What follows belongs to an exercise in optimizing a design on an open flow for small area and few clock cycles per item; a production flow would make more cautious choices.
Only simulation tests tie the RTL to the original design; equivalence was not proved.

==> flow/design.v, too long to show whole: its modules and the start of the top module <==
// module mac_prime2r: 813 lines
// module mac_benc: 13 lines
// module mac_inv: 6 lines
// module mac_xor2: 7 lines
// module mac_xfer: 8 lines
// module mac_nmaj: 8 lines
// module mac_ao21: 8 lines
// module mac_and2: 7 lines
// module mac_nand2: 7 lines
// module mac_o22ai: 9 lines
// module mac_fa: 10 lines
// module mac_ha: 9 lines
// module mac_xnor: 7 lines
// module mac_or: 7 lines
// module mac_nmux2: 8 lines
module mac_prime2r #(
  parameter int MAX_TERMS = 1024,
  parameter int CNT_W     = 11
) (
  input  logic         clk,
  input  logic         rst_n,
  input  logic         in_valid,
  output logic         in_ready,
  input  logic         in_last,
  input  logic [23:0]  a,
  input  logic [23:0]  b,
  output logic         out_valid,
  input  logic         out_ready,
  output logic [69:0]  c,
  output logic         err
);
  // ...
==> flow/flow/run.sh <==
#!/bin/bash
# Own layout flow: the standard flow (standard.sh), with the standard
# synthesis unchanged, then the layout steps with a few extra ORFS settings
# read from flow/knobs.txt (one VAR=value per line):
#  - port buffers are plain buffers instead of the default delay-cell choice,
#  - optional extra repair/recovery settings.
# Each step's full output goes to its own log file in this folder.
set -euo pipefail
here=$(pwd)
knobs=()
if [[ -f flow/knobs.txt ]]; then
  while IFS= read -r line; do
    [[ -z "$line" || "$line" == \#* ]] && continue
    knobs+=("$line")
  done < flow/knobs.txt
fi
bash standard.sh synth > "$here/flow_synth.log" 2>&1
bash standard.sh "${knobs[@]}" finish > "$here/flow_layout.log" 2>&1
test -s out/final.def
==> flow/flow/knobs.txt <==
BUFFER_PORTS_ARGS=-buffer_cell sky130_fd_sc_hd__buf_1
REMOVE_ABC_BUFFERS=1
==> flow/standard.sh <==
#!/bin/bash
# synth_recipe.tcl (not shown) runs the flow's synth.tcl, then flattens the netlist and writes it again
# the make line also repeats each setting of config.mk as NAME=value (left out here)
make -C /OpenROAD-flow-scripts/flow DESIGN_CONFIG=/design/flow/config.mk WORK_HOME=/design/flow/orfs CLKGATE_MAP_FILE= SYNTH_SCRIPT=/design/flow/synth_recipe.tcl "${@:-finish}"
==> flow/config.mk <==
export PLATFORM = sky130hd
export DESIGN_NAME = mac_prime2r
export DESIGN_NICKNAME = mac_prime2r
export VERILOG_FILES = /design/flow/design.v
export SDC_FILE = /design/flow/constraint.sdc
export NUM_CORES = 4
export LEC_CHECK = 0
export CAP_MARGIN = 10
export CORE_MARGIN = 2
export CORE_UTILIZATION = 60
export CTS_BUF_LIST = sky130_fd_sc_hd__clkbuf_8 sky130_fd_sc_hd__clkbuf_16
export GPL_TIMING_DRIVEN = 0
export PLACE_DENSITY = 0.75
export SLEW_MARGIN = 10
export SYNTH_HIERARCHICAL = 1
==> flow/constraint.sdc <==
create_clock -name core_clock -period 8.0 [get_ports {clk}]
set_input_delay 1.6000 -clock core_clock [delete_from_list [all_inputs] [get_ports {clk}]]
set_output_delay 1.6000 -clock core_clock [all_outputs]
set_load 0.01 [all_outputs]
==> results.cfg, run 1 <==
[run_status]
status = no timing/DRC/antenna violations

[floorplanning]
die_y_um = 172
core_area_um2 = 27900
die_w_um = 172

[cells_and_area]
final_common_cell = xor2_1
nClkBuffers = 9
multi_input_area_share_pct = 80.0

[worst_setup_path]
critPathBufInv = 2
path_max_fanout = 23
crit_path_start_kind = input pin
crit_path_end_kind = register

[placed_design]
place_inst = 2209
place_area_um2 = 18200

[route]
dr_total_vias = 14426
firstDrtPassIters = 6
dr.max_layer_used = met4
antenna_left = 0
wl_per_cell_um = 22.9

[clock_network]
cts-buffers-inserted = 9
root_buffer = clkbuf_16
cts-resized-gates = 47

[synthesis]
synth_edf_count = 0
synth_top_family_by_area = adder cells
yosys.area.top_type_share_pct = 35.5
synth-async-reset-ratio_pct = 3.61

[global_routing]
grt_pass1_wl_um = 81200
grt_pass1_vias = 15162

[timing]
tns_ns = 0
Testbench counts, summed over its fixed seeds: cycles 31,914, items 31,906.
==> inputs of run 2 (changes only) <==
--- a/flow/config.mk
+++ b/flow/config.mk
@@ -10,6 +10,5 @@
 export CORE_UTILIZATION = 60
 export CTS_BUF_LIST = sky130_fd_sc_hd__clkbuf_8 sky130_fd_sc_hd__clkbuf_16
 export GPL_TIMING_DRIVEN = 0
-export PLACE_DENSITY = 0.75
 export SLEW_MARGIN = 10
 export SYNTH_HIERARCHICAL = 1
==> run 2 against run 1 <==
  * Maximum frequency up 0.85%
  * Flip-flop and latch count unchanged
  * Hold slack got worse by 0.0044 ns
  * Clock-buffer cell count unchanged
  * Highest routed layer unchanged
  * Area after synthesis unchanged
  * Register-to-register slack got worse by 0.04 ns
==> results.cfg, run 2 <==
[run_status]
status = no timing/DRC/antenna violations

[global_routing]
overflow = 0
grt_max_degree = 29
track_usage_pct = 36.1
antenna_found_initial = 1
grt_pass1_wl_um = 81200
grt_pass1_vias = 14763

[placed_design]
portBuffers = 125
gp_congestion = 0.969
dp_hpwl_um = 38500
place_inst = 2209

[floorplanning]
ios = 126
core_area_um2 = 27900
start_util_pct = 61.1
die_w_um = 172
rows = 61
die_area_um2 = 29700
die_y_um = 172

[timing]
period_share_pct = 97.0
finalSetupViolCount = 0
maxSlewViolCount = 0
fin_skew_ns = 0.0106
hold_ws_ns = 0.465
rsz0062_at_grt = no
worst_pin_slew_ns = 1.29
slew_headroom_pct = 13.9
finalCriticalPeriod_ns = 7.76
hold_violations = 0
fmax_ghz = 0.129

[clock_network]
clk_path_buf_depth = 2
htreeDepth = 3
cts_tree = built
cts-buffers-inserted = 9
root_buffer = clkbuf_16
clk_pin_slew_ns = 0.07
numClockSinks = 83
hold_buffers = 0
clock_latency_ns = 0.38

[synthesis]
netlist_top_cells_area = fa_1, xor2_1, o22ai_1
netlist_area_um2 = 17000
yosysMostFrequentCell = xor2_1
synth_top_family_by_area = adder cells
yosys.area.top_type_share_pct = 35.5
synth-xor-area-share_pct = 21.4
ys_ff_latch = 83
synthCells = 1699
synth_edf_count = 0
yosysWarnings = 8
synthAdderAreaFrac_pct = 39.8
synth_cell_types = 46
synth_ff_type = dfxtp_1
synth-async-reset-ratio_pct = 3.61
synth-compound-area-share_pct = 15.2
synth_seq_area_share_pct = 9.85
synthSimpleGateAreaFrac_pct = 9.72
synthTopCellsByCount = xor2_1, fa_1, o22ai_1
muxShareOfSynthArea_pct = 1.29
avgSynthCellArea_um2 = 10.0
synth_top_cell_by_area = fa_1

[worst_setup_path]
path_max_fanout = 17
r2r_slack_ns = 1.18
required_ns = 8.27
criticalPathCategory = in -> reg
r2r-start = out_valid_r
crit_path_start_kind = input pin
worst_ep_arrival_time_ns = 8.02
timing.rr.end = acc_r[47]
ff2ff_path_depth = 23
crit_path_end_kind = register

[cells_and_area]
largest_reg_flops = 70
top_register = acc_r
final-instance-count-excl-fill = 2242
reg.largest.list = acc_r: 70 flops, cnt_r: 10 flops
area_growth_pct = 11.8
antennaDiodeCount = 0
nNetsFinal = 2273
layout-drive-gt1-share_pct = 7.99
final_cell_mix = xor2_1, fa_1, o22ai_1

[worst_hold_path]
hp-class = reg -> reg
hold_path_depth = 1
min_to = err_r
hold_start = err_r

[route]
firstDrtPassIters = 8
wl_um = 51700
antenna_left = 0
vias_per_cell = 6.37
dr_total_vias = 14286
first_iter_violations = 1441
drc = 0
wl_per_cell_um = 23.1

[run]
max_cap_violations = 0
## run 2: changes by cell type in the layout (fill, tap and decap cells not counted), moves of 2 or more
cell        change
inv_1           -4
buf_12          +3
buf_16          -2
buf_2           -2
clkbuf_2        +2
clkinvlp_2      +2
inv_2           +2
nand2_4         -2
## run 2: metal layers
| metal | wire, um | GRT usage (%) | vias up |
|---|---|---|---|
| li1 | - | - | 6183 |
| met1 | 20000 | 46.6 | 7134 |
| met2 | 25400 | 60.4 | 827 |
| met3 | 4460 | 6.80 | 142 |
| met4 | 1870 | 14.1 | 0 |
| met5 | 0 | 0 | - |
## run 2: per-module statistics from Yosys, one instance, submodules excluded, excerpt
| module | times used | area (um2) |
|---|---|---|
| mac_nmux2 | 22 | 10.0 |
| mac_o22ai | 276 | 6.26 |
| mac_inv | 72 | 3.75 |
| mac_benc | 12 | 37.5 |
| mac_nmaj | 4 | 12.5 |
| mac_xnor | 32 | 8.76 |
| mac_ha | 56 | 12.5 |
| mac_xor2 | 276 | 8.76 |
| mac_prime2r | 1 | 3720 |
## run 2: repair_timing
item                       CTS  global route
setup endpoints to repair   47            36
gates cloned                 3             2
setup buffers                7             4
resized for setup           54            38
hold endpoints to repair     0             0
pin swaps                    0             2
## run 2: cells by family after synthesis
kind of cell / after synthesis
buffers and inverters: 119
and+or+nand+nor: 301
other: 1
adders and majority gates: 361
xor gates and xnor gates: 416
AOI/OAI and AO/OA: 396
DFF: 83
muxes: 22
## run 2: worst max-delay path by stage
stage	startpoint	end	slack [ns]	cells after the start
floorplan	b[2]	acc_r[48]	-0.06	19
global route	b[9]	acc_r[47]	0.03	19
finish	in_valid	acc_r[47]	0.24	24
global placement	b[7]	acc_r[49]	-2.16	19
detailed placement	in_valid	acc_r[50]	-1.93	19
CTS	b[15]	acc_r[58]	0.02	21
## run 2: per-stage QoR
stage | setup slack, ns | util, % | area [um2] | TNS [ns]
final | 0.244 | 68.3 | 19000 | 0
after global routing | 0.0262 | 68.3 | 19000 | 0
after CTS | 0.0174 | 67.6 | 18800 | 0
after detailed placement | -1.93 | 65.4 | 18200 | -63.11
after global placement | -2.16 | 64.4 | 17900 | -78.75
after floorplan | -0.0566 | - | 17000 | -0.679
## run 2: final cells by class
class	count	area [um2]
repair inverters	5	25.0
multi-input cells	1500	15200
flip-flops and latches	83	1680
clock buffers	9	225
fillers	2256	8820
clock inverters	7	75.1
repair buffers	152	908
inverters	108	437
well taps	378	473
## run 2: critical path: stages
cell      delay (ns)
buf_2           0.22
a21boi_4        0.27
buf_4           0.23
buf_4           0.14
o21ai_2         0.13
buf_8           0.21
o22ai_1         0.16
xor2_1          0.23
fa_1            0.51
fa_1            0.52
fa_1            0.43
fa_1            0.54
fa_1            0.45
ha_1            0.35
and2_1          0.18
and2_1          0.17
and2_1          0.22
and2_1          0.19
a21o_2          0.30
a21o_1          0.25
a21o_1          0.22
a21o_1          0.20
a21o_1          0.17
xnor2_1         0.12
==> inputs of run 3 (changes only) <==
--- a/flow/config.mk
+++ b/flow/config.mk
@@ -5,10 +5,10 @@
 export SDC_FILE = /design/flow/constraint.sdc
 export NUM_CORES = 4
 export LEC_CHECK = 0
-export CAP_MARGIN = 10
+export CAP_MARGIN = 0
 export CORE_MARGIN = 2
 export CORE_UTILIZATION = 60
 export CTS_BUF_LIST = sky130_fd_sc_hd__clkbuf_8 sky130_fd_sc_hd__clkbuf_16
 export GPL_TIMING_DRIVEN = 0
-export SLEW_MARGIN = 10
+export SLEW_MARGIN = 0
 export SYNTH_HIERARCHICAL = 1
==> run 3 against run 2 <==
  * Still clean on timing, DRC and antenna
  * Clock-buffer cell count did not move
  * Sequential share of layout area barely moved
  * Die area did not move
  * Setup slack got worse by 0.0033 ns
  * Final cell count fell by 0.27%
  * First-iteration DRC count fell by 11%
  * Global-route usage fell by 0.12 points
  * Register-to-register slack got worse by 0.08 ns
  * Area after synthesis did not move
  * Final area fell by 0.40%
  * Core utilization fell by 0.27 points
  * Critical path type unchanged
  * Highest routed layer unchanged
==> results.cfg, run 3 <==
[worst_hold_path]
hp-class = reg -> reg

[placed_design]
portBuffers = 125
dp_hpwl_um = 38600
gp_congestion = 0.969
place_inst = 2208

[synthesis]
synth-async-reset-ratio_pct = 3.61
synth_ff_type = dfxtp_1
yosys.area.top_type_share_pct = 35.5
synth_top_cell_by_area = fa_1
netlist_top_cells_area = fa_1, xor2_1, o22ai_1
synth_seq_area_share_pct = 9.85
synthCells = 1699
synth_cell_types = 46
synthTopCellsByCount = xor2_1, fa_1, o22ai_1
ys_ff_latch = 83
avgSynthCellArea_um2 = 10.0
yosysWarnings = 8
yosysMostFrequentCell = xor2_1
synth_edf_count = 0
netlist_area_um2 = 17000

[cells_and_area]
nNetsFinal = 2267
final_cell_mix = xor2_1, fa_1, o22ai_1
top_register = acc_r
final-instance-count-excl-fill = 2236
n_fill_cell = 2273
area_growth_pct = 11.3
reg.largest.list = acc_r: 70 flops, cnt_r: 10 flops
final_common_cell = xor2_1
antennaDiodeCount = 0
multi_input_area_um2 = 15200
seq_area_um2 = 1680
layout-drive-gt1-share_pct = 7.53
largest_reg_flops = 70

[clock_network]
root_buffer = clkbuf_16
clk_pin_slew_ns = 0.07
cts-buffers-inserted = 9
htreeDepth = 3
cts_tree = built
clk_path_buf_depth = 2
numClockSinks = 83
clock_latency_ns = 0.37
hold_buffers = 0

[timing]
hold_violations = 0
period_share_pct = 97.0
fmax_ghz = 0.129
slew_headroom_pct = 12.7
maxSlewViolCount = 0
finalCriticalPeriod_ns = 7.76
tns_ns = 0
finalSetupViolCount = 0
rsz0062_at_grt = no
fin_skew_ns = 0.00580
worst_pin_slew_ns = 1.31

[floorplanning]
die_area_um2 = 29700
die_w_um = 172
die_y_um = 172
start_util_pct = 61.1
rows = 61
ios = 126
core_area_um2 = 27900

[route]
antenna_left = 0
firstDrtPassIters = 6
wl_per_cell_um = 23.0
wl_um = 51400
vias_per_cell = 6.32
dr_total_vias = 14128
first_iter_violations = 1278
drc = 0

[worst_setup_path]
ff2ff_path_depth = 20
criticalPathCategory = in -> reg
r2r_slack_ns = 1.10
crit_path_start_kind = input pin
r2r-start = out_valid_r
path_max_fanout = 23
crit_path_end_kind = register
worst_ep_arrival_time_ns = 8.02
cp-endpoint = acc_r[47]
startpoint = b[9]
timing.rr.end = acc_r[47]
required_ns = 8.26

[global_routing]
grt_pass1_wl_um = 81000
overflow = 0
antenna_found_initial = 0
track_usage_pct = 36.0
grt_max_degree = 41
grt_pass1_vias = 14735

[run]
max_cap_violations = 0

[run_status]
status = no timing/DRC/antenna violations
-- run 3: changes by cell type in the layout (fill, tap and decap cells not counted), moves of 2 or more --
cell and delta:
inv_2 -2, buf_4 -5, clkinvlp_4 +2, clkinvlp_2 +2, buf_2 -2, clkbuf_2 +2
-- run 3: kinds of logic after synthesis --
logic type	after synthesis	share of synthesized area, %
AOI/OAI and AO/OA	396	15.2
xor gates and xnor gates	416	21.4
other	1	0.0220
DFF	83	9.85
adders and majority gates	361	39.8
muxes	22	1.29
and+or+nand+nor	301	9.72
buffers and inverters	119	2.72
-- run 3: how the worst min path moves through the flow --
stage,cells past startpoint,start,slack (ns),endpoint
floorplan,2,cnt_r[9],0.45,cnt_r[9]
global placement,1,err_r,0.45,err_r
detailed placement,1,err_r,0.45,err_r
CTS,1,err_r,0.47,err_r
global route,1,err_r,0.50,err_r
finish,1,err_r,0.47,err_r
-- run 3: metrics by stage --
stage / setup WS [ns] / util, % / instance area, um2 / hold WS (ns)
after detailed placement: -1.97 / 65.5 / 18200 / 0.447
after floorplan: -0.0566 / - / 17000 / 0.447
after global placement: -2.16 / 64.4 / 17900 / 0.445
final: 0.240 / 68.1 / 19000 / 0.474
after CTS: 0.00465 / 67.6 / 18800 / 0.473
after global routing: 0.00414 / 68.1 / 19000 / 0.504
-- run 3: metal layers --
metal	global-route usage (%)	vias to the layer above	part of all wire, %
met5	0	-	0
met1	47.3	7040	39
met3	6.34	153	8.2
met4	15.9	0	4.5
met2	58.7	754	48
li1	-	6181	-
-- run 3: final cells by class --
class	instances	share of cell area, %
clock buffers	9	1.19
repair buffers	144	4.34
flip-flops and latches	83	8.85
clock inverters	7	0.396
inverters	108	2.34
repair inverters	7	0.185
well taps	378	2.49
multi-input cells	1500	80.2
-- run 3: repair_timing --
| action | 4_1_cts | 5_1_grt |
|---|---|---|
| setup buffers | 4 | 1 |
| pin swaps | 0 | 1 |
| cloned | 4 | 3 |
| gates resized for setup | 57 | 38 |
| endpoints found under the setup margin | 47 | 27 |
-- run 3: worst max-delay path, stage by stage --
cell,delay [ns]
buf_2,0.33
clkinvlp_4,0.73
xor2_1,0.44
fa_1,0.53
fa_1,0.45
fa_1,0.53
fa_1,0.59
fa_1,0.43
ha_1,0.35
and2_1,0.16
and2_1,0.18
and2_1,0.19
and2_1,0.18
a21o_1,0.31
a21o_1,0.28
a21o_1,0.23
a21o_1,0.19
a21o_1,0.17
xnor2_1,0.12
-- run 3: per-module statistics from Yosys (local to each module, per instance) --
module / cell area, um2 / copies in the design / cells inside
mac_and2: 6.26 / 41 / 1
mac_inv: 3.75 / 72 / 1
mac_prime2r: 3720 / 1 / 417
mac_ao21: 7.51 / 87 / 1
mac_xfer: 11.3 / 3 / 2
mac_o22ai: 6.26 / 276 / 1
mac_xnor: 8.76 / 32 / 1
mac_or: 6.26 / 32 / 1
mac_xor2: 8.76 / 276 / 1
mac_ha: 12.5 / 56 / 1
mac_fa: 20.0 / 302 / 1
mac_benc: 37.5 / 12 / 6
mac_nmux2: 10.0 / 22 / 1
mac_nmaj: 12.5 / 4 / 2
==> inputs of run 4 (changes only) <==
--- a/flow/config.mk
+++ b/flow/config.mk
@@ -8,7 +8,7 @@
 export CAP_MARGIN = 0
 export CORE_MARGIN = 2
 export CORE_UTILIZATION = 60
-export CTS_BUF_LIST = sky130_fd_sc_hd__clkbuf_8 sky130_fd_sc_hd__clkbuf_16
+export CTS_BUF_LIST = sky130_fd_sc_hd__clkbuf_8
 export GPL_TIMING_DRIVEN = 0
 export SLEW_MARGIN = 0
 export SYNTH_HIERARCHICAL = 1
==> run 4 against run 3 <==
  * Global-route usage decreased by 0.25 points
  * Clock skew increased by 0.0012 ns
  * Hold slack improved by 0.014 ns
  * Still clean on timing, DRC and antenna
  * Clock-buffer cell count unchanged
  * Maximum frequency decreased by 0.21%
  * First-iteration DRC count grew 6.3%
==> results.cfg, run 4 <==
[run_status]
status = no timing/DRC/antenna violations

[synthesis]
synth_top_cell_by_area = fa_1
netlist_area_um2 = 17000
synthCells = 1699
avgSynthCellArea_um2 = 10.0
yosys.area.top_type_share_pct = 35.5
synth_ff_type = dfxtp_1
synth_cell_types = 46
synth-async-reset-ratio_pct = 3.61
yosysMostFrequentCell = xor2_1
synthTopCellsByCount = xor2_1, fa_1, o22ai_1
synth_edf_count = 0
netlist_top_cells_area = fa_1, xor2_1, o22ai_1
yosysWarnings = 8
synth_seq_area_share_pct = 9.85
ys_ff_latch = 83

[worst_setup_path]
required_ns = 8.31
path_max_fanout = 18
crit_path_end_kind = register
criticalPathCategory = in -> reg
r2r_slack_ns = 1.11
crit_path_start_kind = input pin
worst_ep_arrival_time_ns = 8.09

[timing]
fin_skew_ns = 0.00695
slew_headroom_pct = 9.74
hold_violations = 0
finalCriticalPeriod_ns = 7.78
finalSetupViolCount = 0
setup_ws_ns = 0.224
worst_pin_slew_ns = 1.35
fmax_ghz = 0.129
maxSlewViolCount = 0
hold_ws_ns = 0.488
period_share_pct = 97.2

[cells_and_area]
final_cell_mix = xor2_1, fa_1, o22ai_1
final_common_cell = xor2_1
top_register = acc_r
antennaDiodeCount = 0
largest_reg_flops = 70
nNetsFinal = 2266
design_area_um2 = 18800
reg.largest.list = acc_r: 70 flops, cnt_r: 10 flops
layout-drive-gt1-share_pct = 7.27
n_fill_cell = 2293
area_growth_pct = 10.4
final-instance-count-excl-fill = 2235

[route]
first_iter_violations = 1359
vias_per_cell = 6.32
wl_um = 51000
drc = 0
antenna_left = 0
firstDrtPassIters = 5
dr_total_vias = 14118
wl_per_cell_um = 22.8

[global_routing]
grt_max_degree = 41
antenna_found_initial = 0
grt_pass1_vias = 14650
track_usage_pct = 35.8
grt_pass1_wl_um = 80400
overflow = 0

[floorplanning]
rows = 61
die_w_um = 172
ios = 126
die_area_um2 = 29700
die_y_um = 172
start_util_pct = 61.1
core_area_um2 = 27900

[placed_design]
portBuffers = 125
place_area_um2 = 18200
dp_hpwl_um = 38600
place_inst = 2208
place_ws_ns = -1.97
gp_congestion = 0.969

[clock_network]
numClockSinks = 83
root_buffer = clkbuf_8
cts-buffers-inserted = 9
clock_latency_ns = 0.41
cts_tree = built
clk_pin_slew_ns = 0.10
clk_path_buf_depth = 2
htreeDepth = 3

[worst_hold_path]
hp-class = reg -> reg

[run]
max_cap_violations = 0
run 4: cell counts after synthesis:
Identical to the previous run, type by type.
run 4: critical path: stages:
cell	delay, ns
buf_2	0.43
and3b_1	0.27
o21ai_4	0.34
buf_16	0.21
o22ai_1	0.11
xor2_1	0.17
fa_1	0.58
fa_1	0.48
fa_1	0.43
fa_1	0.49
fa_1	0.53
ha_1	0.36
and2_1	0.18
a21o_1	0.24
a21o_1	0.19
a21o_1	0.15
a21o_1	0.29
a21o_1	0.28
a21o_1	0.23
a21o_1	0.19
a21o_1	0.17
xnor2_1	0.12
run 4: logic make-up (layout without fill, tap and decap cells):
kind of cell / count (synthesis) / in the layout / synth area share, %
XOR/XNOR: 416 / 416 / 21.4
AO/OA/AOI/OAI: 396 / 396 / 15.2
adder cells (fa/ha/maj): 361 / 361 / 39.8
AND/OR/NAND/NOR: 301 / 301 / 9.72
buffers and inverters: 119 / 274 / 2.72
flip-flops: 83 / 83 / 9.85
multiplexers: 22 / 22 / 1.29
other: 1 / 4 / 0.0220
run 4: cell type report:
cell class                      count  area, um2  area share, %
Sequential cell                    83       1680           8.92
Tap cell                          378        473           2.52
Inverter                          108        440           2.34
Clock buffer                        9        124          0.659
Timing Repair inverter              8       40.0          0.213
Timing Repair Buffer              142        811           4.31
Clock inverter                      7       75.1          0.399
Multi-Input combinational cell   1500      15200           80.6
run 4: modules after synthesis (local to each module, per instance), excerpt:
module,times used,flip-flops and latches
mac_o22ai,276,0
mac_and2,41,0
mac_ao21,87,0
mac_fa,302,0
mac_xnor,32,0
mac_ha,56,0
mac_xfer,3,0
mac_inv,72,0
mac_nmaj,4,0
mac_xor2,276,0
mac_benc,12,0
mac_prime2r,1,83
mac_nmux2,22,0
run 4: metal layers:
layer / vias up / GRT usage (%) / part of all wire [%]
li1: 6180 / - / -
met1: 7047 / 46.8 / 39
met2: 728 / 58.4 / 48
met3: 163 / 6.52 / 7.9
met4: 0 / 15.5 / 4.6
met5: - / 0 / 0
run 4: what timing repair did:
action | 4_1_cts | 5_1_grt
endpoints found under the setup margin | 46 | 26
hold buffers | 0 | 0
gates resized for setup | 52 | 33
gates cloned | 4 | 4
buffers inserted | 3 | 0
run 4: metrics by stage:
stage          util, %  setup TNS [ns]
6_report          67.5               0
5_1_grt           67.5         -0.0144
4_1_cts           67.1               0
3_5_place_dp      65.5          -64.87
3_3_place_gp      64.4          -78.75
2_1_floorplan        -          -0.679
run 4: worst paths after layout:
kind                              to        start  depth (start not counted)
min                            err_r        err_r                          1
min in group asynchronous      err_r        rst_n                          1
min reg2reg                    err_r        err_r                          1
max reg2reg                acc_r[47]  out_valid_r                         20
max in group asynchronous      clr_r        rst_n                          1
max                        acc_r[47]         b[7]                         22
==> inputs of run 5 (changes only) <==
--- a/flow/config.mk
+++ b/flow/config.mk
@@ -5,10 +5,10 @@
 export SDC_FILE = /design/flow/constraint.sdc
 export NUM_CORES = 4
 export LEC_CHECK = 0
-export CAP_MARGIN = 0
+export CAP_MARGIN = 10
 export CORE_MARGIN = 2
 export CORE_UTILIZATION = 60
 export CTS_BUF_LIST = sky130_fd_sc_hd__clkbuf_8
 export GPL_TIMING_DRIVEN = 0
-export SLEW_MARGIN = 0
+export SLEW_MARGIN = 10
 export SYNTH_HIERARCHICAL = 1
==> run 5 against run 4 <==
  * Still clean on timing, DRC and antenna
  * Flip-flop and latch count unchanged
  * Register-to-register slack improved by 0.05 ns
  * Maximum frequency decreased by 0.79%
  * Non-clock buffer count increased by 6
  * Highest routed layer unchanged
  * Final cell count increased by 0.18%
  * Sequential share of layout area about the same
==> results.cfg, run 5 <==
[placed_design]
gp_congestion = 0.969
portBuffers = 125
dp_hpwl_um = 38500

[synthesis]
synthTopCellsByCount = xor2_1, fa_1, o22ai_1
synthCells = 1699
yosysMostFrequentCell = xor2_1
avgSynthCellArea_um2 = 10.0
synth_top_cell_by_area = fa_1
synth_cell_types = 46
synth_ff_type = dfxtp_1
synth_edf_count = 0
ys_ff_latch = 83
netlist_area_um2 = 17000
synth-async-reset-ratio_pct = 3.61
yosysWarnings = 8
synth_seq_area_share_pct = 9.85
netlist_top_cells_area = fa_1, xor2_1, o22ai_1
yosys.area.top_type_share_pct = 35.5

[run]
max_cap_violations = 0

[clock_network]
cts_tree = built
numClockSinks = 83
cts-buffers-inserted = 9
clock_latency_ns = 0.42
htreeDepth = 3
root_buffer = clkbuf_8
clk_pin_slew_ns = 0.10
clk_path_buf_depth = 2

[global_routing]
track_usage_pct = 35.8
antenna_found_initial = 0
grt_pass1_wl_um = 80400
grt_max_degree = 29
overflow = 0
grt_pass1_vias = 14639

[floorplanning]
core_area_um2 = 27900
die_y_um = 172
die_area_um2 = 29700
start_util_pct = 61.1
ios = 126
die_w_um = 172
rows = 61

[timing]
period_share_pct = 98.0
fmax_ghz = 0.128
finalCriticalPeriod_ns = 7.84
hold_violations = 0
finalSetupViolCount = 0
tns_ns = 0
fin_skew_ns = 0.0148
worst_pin_slew_ns = 1.30
maxSlewViolCount = 0
slew_headroom_pct = 13.4

[route]
drc = 0
antenna_left = 0
dr_total_vias = 14140
wl_per_cell_um = 22.9
first_iter_violations = 1387
firstDrtPassIters = 8
wl_um = 51200
vias_per_cell = 6.32

[worst_hold_path]
hp-class = reg -> reg
hold_path_depth = 1

[cells_and_area]
antennaDiodeCount = 0
post-route-util_pct = 67.8
top_register = acc_r
final_common_cell = xor2_1
area_growth_pct = 11.0
reg.largest.list = acc_r: 70 flops, cnt_r: 10 flops
final_cell_mix = xor2_1, fa_1, o22ai_1
nNetsFinal = 2270
largest_reg_flops = 70
layout-drive-gt1-share_pct = 7.68

[worst_setup_path]
crit_path_start_kind = input pin
path_max_fanout = 18
required_ns = 8.31
criticalPathCategory = in -> reg
worst_ep_arrival_time_ns = 8.15
ff2ff_path_depth = 20
crit_path_end_kind = register

[run_status]
status = no timing/DRC/antenna violations
[run 5: final cells by class]
type | count | area [um2]
fillers | 2275 | 8960
repair inverters | 6 | 30.0
well taps | 378 | 473
clock buffers | 9 | 124
repair buffers | 148 | 902
flip-flops and latches | 83 | 1680
clock inverters | 7 | 75.1
inverters | 108 | 437
multi-input cells | 1500 | 15200
[run 5: repair_timing]
action                     CTS  global route
hold buffers                 0             0
buffers inserted             5             2
setup endpoints to repair   46            41
cloned                       3             3
pin swaps                    0             1
gates resized for setup     51            33
[run 5: kinds of logic (layout without fill, tap and decap cells)]
group | count (synthesis) | in the layout | share of synthesized area (%)
xor gates and xnor gates | 416 | 416 | 21.4
AOI/OAI and AO/OA | 396 | 396 | 15.2
adders and majority gates | 361 | 361 | 39.8
and+or+nand+nor | 301 | 301 | 9.72
buffers and inverters | 119 | 278 | 2.72
DFF | 83 | 83 | 9.85
muxes | 22 | 22 | 1.29
other | 1 | 4 | 0.0220
[run 5: modules after synthesis, one instance, submodules excluded]
module / cells inside / area, um2 / copies in the design
mac_inv: 1 / 3.75 / 72
mac_xnor: 1 / 8.76 / 32
mac_xfer: 2 / 11.3 / 3
mac_o22ai: 1 / 6.26 / 276
mac_and2: 1 / 6.26 / 41
mac_or: 1 / 6.26 / 32
mac_nmaj: 2 / 12.5 / 4
mac_ha: 1 / 12.5 / 56
mac_ao21: 1 / 7.51 / 87
mac_nmux2: 1 / 10.0 / 22
mac_xor2: 1 / 8.76 / 276
mac_fa: 1 / 20.0 / 302
mac_prime2r: 417 / 3720 / 1
mac_benc: 6 / 37.5 / 12
[run 5: worst max-delay path, cell delays in order]
cell and delay, ns:
clkdlybuf4s18_2 0.41, nor3b_2 0.29, o21ai_4 0.34, buf_8 0.24
o22ai_1 0.12, xor2_1 0.18, fa_1 0.60, fa_1 0.48
fa_1 0.44, fa_1 0.49, fa_1 0.53, ha_1 0.36
and2_1 0.18, a21o_1 0.24, a21o_1 0.19, a21o_1 0.15
a21o_1 0.29, a21o_1 0.28, a21o_1 0.22, a21o_1 0.20
a21o_1 0.17, xnor2_1 0.12
[run 5: path summary, 6_finish.rpt]
kind                             start   endpoint  slack, ns
hold / removal                   err_r      err_r       0.47
max in group asynchronous        rst_n      clr_r       6.77
setup / recovery                  b[7]  acc_r[47]       0.16
hold reg to reg                  err_r      err_r       0.47
min in group asynchronous        rst_n      err_r       0.99
setup reg to reg           out_valid_r  acc_r[47]       1.16
[run 5: layer usage]
metal | up-vias | GRT usage [%] | part of all wire [%]
li1 | 6187 | - | -
met1 | 7047 | 46.7 | 39
met2 | 778 | 60.0 | 49
met3 | 128 | 6.36 | 8.1
met4 | 0 | 13.2 | 3.4
met5 | - | 0 | 0
[run 5: through the flow]
| step | worst slack, ns | instances | hold slack, ns | cell area, um2 |
|---|---|---|---|---|
| CTS | 0.0229 | 2233 | 0.480 | 18700 |
| global route | -0.0126 | 2239 | 0.513 | 18900 |
| global placement | -2.16 | 2194 | 0.445 | 17900 |
| floorplan | -0.0566 | 1691 | 0.447 | 17000 |
| detailed placement | -1.93 | 2209 | 0.447 | 18200 |
| finish | 0.162 | 2239 | 0.475 | 18900 |

[static timing again, ports no longer ideal]
In the flow no input, the clock included, has a driving cell. The finished layouts below were timed again as built, in two steps. Step 1, drivers: a clkbuf_16 drives clk and a buf_2 each remaining input, both assumed. Step 2 adds t to the input delays and takes it off the output delays; t is the mean of the earliest and latest rising clock arrival at the registers after step 1. Input paths then give back, and output paths get back, about the clock's delay inside the block. Slacks: ideal / step 1 / step 2; pairs: ideal / step 1.
| run | t (ns) | slack for setup (ns) | pins driven straight from the clock port |
|---|---|---|---|
| run 1 | 0.425 | 0.177 / 0.205 / -0.220 | 1 |
| run 2 | 0.426 | 0.244 / 0.274 / -0.152 | 1 |
| run 3 | 0.420 | 0.240 / 0.271 / -0.149 | 1 |
| run 4 | 0.456 | 0.224 / 0.248 / -0.208 | 1 |
| run 5 | 0.461 | 0.162 / 0.186 / -0.275 | 1 |
With both steps, setup timing fails in every run listed, where it was met with ideal ports. The setup slack of run 5, which loses most, moves by +0.024 ns with the drivers and by -0.437 ns with both steps.
